This design comes from an exercise in tuning for small area and few clock cycles per item on the open sky130 flow, not from production work.
Only simulation tests tie the RTL to the original design; equivalence was not proved.

==> quartz <==
==> flow/design.v <==
package blprd_pkg;
   localparam int LEVEL_WIDTH = 16;
   localparam int TIME_WIDTH  = 32;
   localparam int LIMIT_WIDTH = 16;
   localparam int FIRST_WIDTH = 4;
   localparam logic [LIMIT_WIDTH-1:0] LIMIT_RESET = 16'd1000;
   function automatic logic [FIRST_WIDTH-1:0] lowest_bit(input logic [LEVEL_WIDTH-1:0] m);
      logic [FIRST_WIDTH-1:0] b;
      b = '0;
      for (int i = LEVEL_WIDTH - 1; i >= 0; i--) begin
         if (m[i]) begin
            b = i[FIRST_WIDTH-1:0];
         end
      end
      lowest_bit = b;
   endfunction
endpackage
module blprd_lane (
   input  logic                                clock,
   input  logic                                reset,
   input  logic                                enable,
   input  logic                                pressed,
   input  logic [blprd_pkg::LIMIT_WIDTH-1:0]   time_lo,      
   input  logic [blprd_pkg::LIMIT_WIDTH-1:0]   time_lim,     
   input  logic [7:0]                          held_sel,     
   output logic                                prev_out,
   output logic                                event_out
);
   localparam int W = blprd_pkg::LIMIT_WIDTH;
   logic           wait_ff;
   logic           wrap_ff;
   logic [W-1:0]   start_ff;
   logic           released;
   logic           b0;
   logic           c2;
   logic           reached;
   logic [W:0]     lt;
   logic [W:0]     ge;
   assign lt[0] = 1'b0;
   assign ge[0] = 1'b1;
   for (genvar i = 0; i < W; i++) begin : g_cmp
      assign lt[i+1] = (!time_lo[i] && start_ff[i]) || (!time_lo[i] && lt[i])
                       || (start_ff[i] && lt[i]);
      assign ge[i+1] = (time_lim[i] && !start_ff[i]) || (time_lim[i] && ge[i])
                       || (!start_ff[i] && ge[i]);
   end
   assign b0       = lt[W];
   assign c2       = ge[W];
   assign reached  = !held_sel[{wrap_ff, b0, c2}];
   assign released = !wait_ff && !wrap_ff;
   always_ff @(posedge clock) begin
      if (reset) begin
         wait_ff <= 1'b0;
         wrap_ff <= 1'b0;
      end else if (enable) begin
         wait_ff <= pressed && (wait_ff ? !reached : !wrap_ff);
         wrap_ff <= pressed && (wait_ff ? (reached || b0) : wrap_ff);
      end
   end
   always_ff @(posedge clock) begin
      if (enable && pressed && released) begin
         start_ff[W-1:1] <= time_lo[W-1:1];
      end
   end
   always_ff @(posedge clock) begin
      if (enable) begin
         if (wait_ff) begin
            if (!(pressed && !reached)) begin
               start_ff[0] <= 1'b1;
            end
         end else if (released && pressed) begin
            start_ff[0] <= time_lo[0];
         end else begin
            start_ff[0] <= 1'b0;
         end
      end
   end
   assign prev_out  = wrap_ff;
   assign event_out = !wait_ff && start_ff[0];
endmodule
module blprd_merge (
   input  logic [blprd_pkg::LEVEL_WIDTH-1:0]    events,
   input  logic [blprd_pkg::LEVEL_WIDTH-1:0]    pressed,
   output logic                                 rsp_any_event,
   output logic                                 rsp_long_press_seen,
   output logic                                 rsp_release_seen,
   output logic                                 rsp_first_bit_valid,
   output logic [blprd_pkg::FIRST_WIDTH-1:0]    rsp_first_bit,
   output logic [blprd_pkg::LEVEL_WIDTH-1:0]    rsp_long_press_mask,
   output logic [blprd_pkg::LEVEL_WIDTH-1:0]    rsp_release_mask
);
   logic long_any;
   assign rsp_long_press_mask = events & pressed;
   assign rsp_release_mask    = events & ~pressed;
   assign long_any            = |rsp_long_press_mask;
   assign rsp_long_press_seen = long_any;
   assign rsp_release_seen    = |rsp_release_mask;
   assign rsp_any_event       = |events;
   assign rsp_first_bit_valid = |events;
   assign rsp_first_bit       = blprd_pkg::lowest_bit(long_any ? rsp_long_press_mask
                                                               : rsp_release_mask);
endmodule
module button_long_press_release_detector #(
   parameter int BUTTON_COUNT = 16
) (
   input  logic                                 clock,
   input  logic                                 reset,
   input  logic                                 req_valid,
   output logic                                 req_ready,
   input  logic [blprd_pkg::LEVEL_WIDTH-1:0]    req_button_levels,
   input  logic [blprd_pkg::TIME_WIDTH-1:0]     req_time_ms,
   output logic                                 rsp_valid,
   input  logic                                 rsp_ready,
   output logic                                 rsp_any_event,
   output logic                                 rsp_long_press_seen,
   output logic                                 rsp_release_seen,
   output logic                                 rsp_first_bit_valid,
   output logic [blprd_pkg::FIRST_WIDTH-1:0]    rsp_first_bit,
   output logic [blprd_pkg::LEVEL_WIDTH-1:0]    rsp_long_press_mask,
   output logic [blprd_pkg::LEVEL_WIDTH-1:0]    rsp_release_mask,
   input  logic                                 csr_write_enable,
   input  logic [blprd_pkg::LIMIT_WIDTH-1:0]    csr_write_data
);
   localparam int LW = blprd_pkg::LIMIT_WIDTH;
   localparam int TW = blprd_pkg::TIME_WIDTH;
   logic [LW-1:0]   limit_ff;
   logic [TW-1:LW]  time_hi_ff;
   logic            valid_ff;
   logic            accept;
   logic [TW-1:LW]  step_hi;
   logic [LW:0]     time_lim;
   logic            step_hi_zero;
   logic            step_hi_m1;
   logic            step_hi_p1;
   logic            lim_neg;
   logic [7:0]      held_sel;
   logic [blprd_pkg::LEVEL_WIDTH-1:0] events;
   logic [blprd_pkg::LEVEL_WIDTH-1:0] prevs;
   assign req_ready = !valid_ff || rsp_ready;
   assign accept    = req_valid && req_ready;
   always_ff @(posedge clock) begin
      if (reset) begin
         limit_ff <= blprd_pkg::LIMIT_RESET;
      end else if (csr_write_enable) begin
         limit_ff <= csr_write_data;
      end
   end
   always_ff @(posedge clock) begin
      if (reset) begin
         valid_ff <= 1'b0;
      end else begin
         valid_ff <= accept || (valid_ff && !rsp_ready);
      end
   end
   always_ff @(posedge clock) begin
      if (accept) begin
         time_hi_ff <= req_time_ms[TW-1:LW];
      end
   end
   assign step_hi      = req_time_ms[TW-1:LW] - time_hi_ff;
   assign step_hi_zero = step_hi == '0;
   assign step_hi_m1   = &step_hi;
   assign step_hi_p1   = step_hi == 16'd1;
   assign time_lim     = {1'b0, req_time_ms[LW-1:0]} - {1'b0, limit_ff};
   assign lim_neg      = time_lim[LW];
   assign held_sel[3'b000] = step_hi_zero;
   assign held_sel[3'b001] = step_hi_zero && lim_neg;
   assign held_sel[3'b010] = step_hi_p1 && lim_neg;
   assign held_sel[3'b011] = 1'b0;
   assign held_sel[3'b100] = step_hi_m1;
   assign held_sel[3'b101] = step_hi_m1 && lim_neg;
   assign held_sel[3'b110] = step_hi_zero && lim_neg;
   assign held_sel[3'b111] = 1'b0;
   for (genvar i = 0; i < blprd_pkg::LEVEL_WIDTH; i++) begin : g_lane
      blprd_lane u_lane (
         .clock        (clock),
         .reset        (reset),
         .enable       (accept),
         .pressed      (i < BUTTON_COUNT ? ~req_button_levels[i] : 1'b1),
         .time_lo      (req_time_ms[LW-1:0]),
         .time_lim     (time_lim[LW-1:0]),
         .held_sel     (held_sel),
         .prev_out     (prevs[i]),
         .event_out    (events[i])
      );
   end
   assign rsp_valid = valid_ff;
   blprd_merge u_merge (
      .events              (events),
      .pressed             (prevs),
      .rsp_any_event       (rsp_any_event),
      .rsp_long_press_seen (rsp_long_press_seen),
      .rsp_release_seen    (rsp_release_seen),
      .rsp_first_bit_valid (rsp_first_bit_valid),
      .rsp_first_bit       (rsp_first_bit),
      .rsp_long_press_mask (rsp_long_press_mask),
      .rsp_release_mask    (rsp_release_mask)
   );
endmodule
==> flow/flow/run.sh <==
#!/bin/bash
set -euo pipefail
here=$(pwd)
mkdir -p scripts_abc
for f in "$FLOW_HOME"/scripts/*; do ln -sf "$f" scripts_abc/; done
rm -f scripts_abc/abc_speed.script
cp flow/abc_area.script scripts_abc/abc_speed.script
bash standard.sh SCRIPTS_DIR="$here/scripts_abc" SYNTH_OPERATIONS_ARGS=-noshare synth > synth.log 2>&1
export CTS_ARGS="-sink_clustering_enable -repair_clock_nets -dont_use_dummy_load -buf_list {sky130_fd_sc_hd__clkbuf_4} -sink_clustering_size 8 -sink_clustering_max_diameter 50"
export BUFFER_PORTS_ARGS="-buffer_cell sky130_fd_sc_hd__buf_1"
bash standard.sh finish > layout.log 2>&1
==> flow/flow/abc_area.script <==
strash
dch
&get -n
&nf -R 1000 -E 10
&put
==> flow/standard.sh <==
#!/bin/bash
# synth_recipe.tcl (not shown) runs the flow's synth.tcl, then flattens the netlist and writes it again
# the make line also repeats each setting of config.mk as NAME=value (left out here)
make -C /OpenROAD-flow-scripts/flow DESIGN_CONFIG=/design/flow/config.mk WORK_HOME=/design/flow/orfs CLKGATE_MAP_FILE= SYNTH_SCRIPT=/design/flow/synth_recipe.tcl "${@:-finish}"
==> flow/config.mk <==
export PLATFORM = sky130hd
export DESIGN_NAME = button_long_press_release_detector
export DESIGN_NICKNAME = button_long_press_release_detector
export VERILOG_FILES = /design/flow/design.v
export SDC_FILE = /design/flow/constraint.sdc
export NUM_CORES = 4
export LEC_CHECK = 0
export CAP_MARGIN = 20
export CORE_MARGIN = 2
export CORE_UTILIZATION = 60
export GPL_ROUTABILITY_DRIVEN = 0
export SLEW_MARGIN = 20
==> flow/constraint.sdc <==
create_clock -name core_clock -period 6.0 [get_ports {clock}]
set_input_delay 1.2000 -clock core_clock [delete_from_list [all_inputs] [get_ports {clock}]]
set_output_delay 1.2000 -clock core_clock [all_outputs]
set_load 0.01 [all_outputs]
==> garnet (differences from quartz) <==
==> flow/design.v, changed modules only <==
module blprd_lane (
   input  logic                                clock,
   input  logic                                reset,
   input  logic                                enable,
   input  logic                                pressed,
   input  logic [blprd_pkg::LIMIT_WIDTH-1:0]   time_lo,      
   input  logic [blprd_pkg::LIMIT_WIDTH-1:0]   time_lim,     
   input  logic                                time_lim_neg,  
   input  logic                                step_hi_zero,  
   input  logic                                step_hi_m1,    
   input  logic                                step_hi_p1,    
   output logic                                prev_out,
   output logic                                event_out
);
   localparam int W = blprd_pkg::LIMIT_WIDTH;
   logic           prev_ff;
   logic           mark_ff;
   logic           aux_ff;
   logic [W-1:0]   start_ff;
   logic           flag;
   logic           wrap;
   logic           b0;
   logic           c2;
   logic           lo_ge;
   logic           hi_zero;
   logic           reached;
   logic [W:0]     lt;
   logic [W:0]     ge;
   assign lt[0] = 1'b0;
   assign ge[0] = 1'b1;
   for (genvar i = 0; i < W; i++) begin : g_cmp
      assign lt[i+1] = (!time_lo[i] && start_ff[i]) || (!time_lo[i] && lt[i])
                       || (start_ff[i] && lt[i]);
      assign ge[i+1] = (time_lim[i] && !start_ff[i]) || (time_lim[i] && ge[i])
                       || (!start_ff[i] && ge[i]);
   end
   assign b0      = lt[W];
   assign c2      = ge[W];
   assign flag    = mark_ff;
   assign wrap    = aux_ff;
   assign lo_ge   = (b0 == time_lim_neg) ? c2 : b0;
   assign hi_zero = (wrap == b0) ? step_hi_zero : (wrap ? step_hi_m1 : step_hi_p1);
   assign reached = lo_ge || !hi_zero;
   always_ff @(posedge clock) begin
      if (reset) begin
         prev_ff <= 1'b0;
      end else if (enable) begin
         prev_ff <= pressed;
      end
   end
   always_ff @(posedge clock) begin
      if (enable) begin
         mark_ff <= prev_ff && (pressed ? (flag || reached) : !flag);
         aux_ff  <= prev_ff && pressed && !flag && (reached || b0);
      end
   end
   always_ff @(posedge clock) begin
      if (!prev_ff) begin
         start_ff <= time_lo;
      end
   end
   assign prev_out  = prev_ff;
   assign event_out = prev_ff ? (mark_ff && aux_ff) : mark_ff;
endmodule
module button_long_press_release_detector #(
   parameter int BUTTON_COUNT = 16
) (
   input  logic                                 clock,
   input  logic                                 reset,
   input  logic                                 req_valid,
   output logic                                 req_ready,
   input  logic [blprd_pkg::LEVEL_WIDTH-1:0]    req_button_levels,
   input  logic [blprd_pkg::TIME_WIDTH-1:0]     req_time_ms,
   output logic                                 rsp_valid,
   input  logic                                 rsp_ready,
   output logic                                 rsp_any_event,
   output logic                                 rsp_long_press_seen,
   output logic                                 rsp_release_seen,
   output logic                                 rsp_first_bit_valid,
   output logic [blprd_pkg::FIRST_WIDTH-1:0]    rsp_first_bit,
   output logic [blprd_pkg::LEVEL_WIDTH-1:0]    rsp_long_press_mask,
   output logic [blprd_pkg::LEVEL_WIDTH-1:0]    rsp_release_mask,
   input  logic                                 csr_write_enable,
   input  logic [blprd_pkg::LIMIT_WIDTH-1:0]    csr_write_data
);
   localparam int LW = blprd_pkg::LIMIT_WIDTH;
   localparam int TW = blprd_pkg::TIME_WIDTH;
   logic [LW-1:0]   limit_ff;
   logic [TW-1:LW]  time_hi_ff;
   logic            valid_ff;
   logic            accept;
   logic [TW-1:LW]  step_hi;
   logic [LW:0]     time_lim;
   logic            step_hi_zero;
   logic            step_hi_m1;
   logic            step_hi_p1;
   logic [blprd_pkg::LEVEL_WIDTH-1:0] events;
   logic [blprd_pkg::LEVEL_WIDTH-1:0] prevs;
   assign req_ready = !valid_ff || rsp_ready;
   assign accept    = req_valid && req_ready;
   always_ff @(posedge clock) begin
      if (reset) begin
         limit_ff <= blprd_pkg::LIMIT_RESET;
      end else if (csr_write_enable) begin
         limit_ff <= csr_write_data;
      end
   end
   always_ff @(posedge clock) begin
      if (reset) begin
         valid_ff <= 1'b0;
      end else begin
         valid_ff <= accept || (valid_ff && !rsp_ready);
      end
   end
   always_ff @(posedge clock) begin
      if (accept) begin
         time_hi_ff <= req_time_ms[TW-1:LW];
      end
   end
   assign step_hi      = req_time_ms[TW-1:LW] - time_hi_ff;
   assign step_hi_zero = step_hi == '0;
   assign step_hi_m1   = &step_hi;
   assign step_hi_p1   = step_hi == 16'd1;
   assign time_lim     = {1'b0, req_time_ms[LW-1:0]} - {1'b0, limit_ff};
   for (genvar i = 0; i < blprd_pkg::LEVEL_WIDTH; i++) begin : g_lane
      blprd_lane u_lane (
         .clock        (clock),
         .reset        (reset),
         .enable       (accept),
         .pressed      (i < BUTTON_COUNT ? ~req_button_levels[i] : 1'b1),
         .time_lo      (req_time_ms[LW-1:0]),
         .time_lim     (time_lim[LW-1:0]),
         .time_lim_neg (time_lim[LW]),
         .step_hi_zero (step_hi_zero),
         .step_hi_m1   (step_hi_m1),
         .step_hi_p1   (step_hi_p1),
         .prev_out     (prevs[i]),
         .event_out    (events[i])
      );
   end
   assign rsp_valid = valid_ff;
   blprd_merge u_merge (
      .events              (events),
      .pressed             (prevs),
      .rsp_any_event       (rsp_any_event),
      .rsp_long_press_seen (rsp_long_press_seen),
      .rsp_release_seen    (rsp_release_seen),
      .rsp_first_bit_valid (rsp_first_bit_valid),
      .rsp_first_bit       (rsp_first_bit),
      .rsp_long_press_mask (rsp_long_press_mask),
      .rsp_release_mask    (rsp_release_mask)
   );
endmodule
==> flow/flow/run.sh (replaced) <==
#!/bin/bash
set -euo pipefail
here=$(pwd)
mkdir -p scripts_abc
for f in "$FLOW_HOME"/scripts/*; do ln -sf "$f" scripts_abc/; done
rm -f scripts_abc/abc_speed.script
cp flow/abc_area.script scripts_abc/abc_speed.script
bash standard.sh SCRIPTS_DIR="$here/scripts_abc" synth > synth.log 2>&1
export CTS_ARGS="-sink_clustering_enable -repair_clock_nets -dont_use_dummy_load -buf_list {sky130_fd_sc_hd__clkbuf_4}"
export BUFFER_PORTS_ARGS="-buffer_cell sky130_fd_sc_hd__buf_1"
export GPL_KEEP_OVERFLOW=0
bash standard.sh finish > layout.log 2>&1
==> flow/flow/abc_area.script (replaced) <==
strash
dch
&get -n
&nf -R 1000
&put
Settings changed: CORE_UTILIZATION 60 to 45, GPL_ROUTABILITY_DRIVEN 0 to unset.
==> results.ini <==
[timing]
maxSlewHeadroom_pct = 27.26

[place]
dp_hpwl_mm = 35.53

[clocking]
cts.sinks = 321
path_clk_slew_ps = 90
post_cts_resized = 0

[run_status]
outcome = timing/DRC/antenna clean

[layout]
multi_input_area_um2 = 8115

[yosys]
synth_compound_area_share_pct = 32.98

Source of the figures above: quartz

==> results.ini <==
[place]
dp_hpwl_mm = 32.69

[clocking]
post_cts_resized = 14
cts.sinks = 337

[timing]
maxSlewHeadroom_pct = 29.16

[layout]
multi_input_area_um2 = 8414

[run_status]
outcome = timing/DRC/antenna clean

Source of the figures above: garnet

Testbench counts of quartz, summed over its fixed seeds: cycles 24,008, items 24,000.
Testbench counts of garnet, summed over its fixed seeds: cycles 24,008, items 24,000.

## re-timing with driven ports
How much do the figures lean on ideal ports? The routed layouts below were timed once more, with nothing changed but the port constraints.
Step 1 sets driving cells, clkbuf_16 on the clock port and buf_2 on the other inputs (assumed; they add their load-dependent delay and slew).
Step 2 moves the port delays by t, midway between the first and last clock arrival at a register: inputs arrive t later, outputs are due t later. That takes back most of the time a late clock gives input paths.
Slacks: ideal ports / drivers / drivers and shift; pairs: ideal ports / drivers.
run	t, ns	setup WS [ns]	pins driven straight from the clock port
quartz	0.731	0.501 / 0.527 / -0.204	1
garnet	0.787	0.209 / 0.240 / -0.547	1
With both steps, setup timing fails in quartz and garnet, where it was met with ideal ports. The setup slack of garnet, which loses most, moves by +0.031 ns with the drivers and by -0.756 ns with both steps.
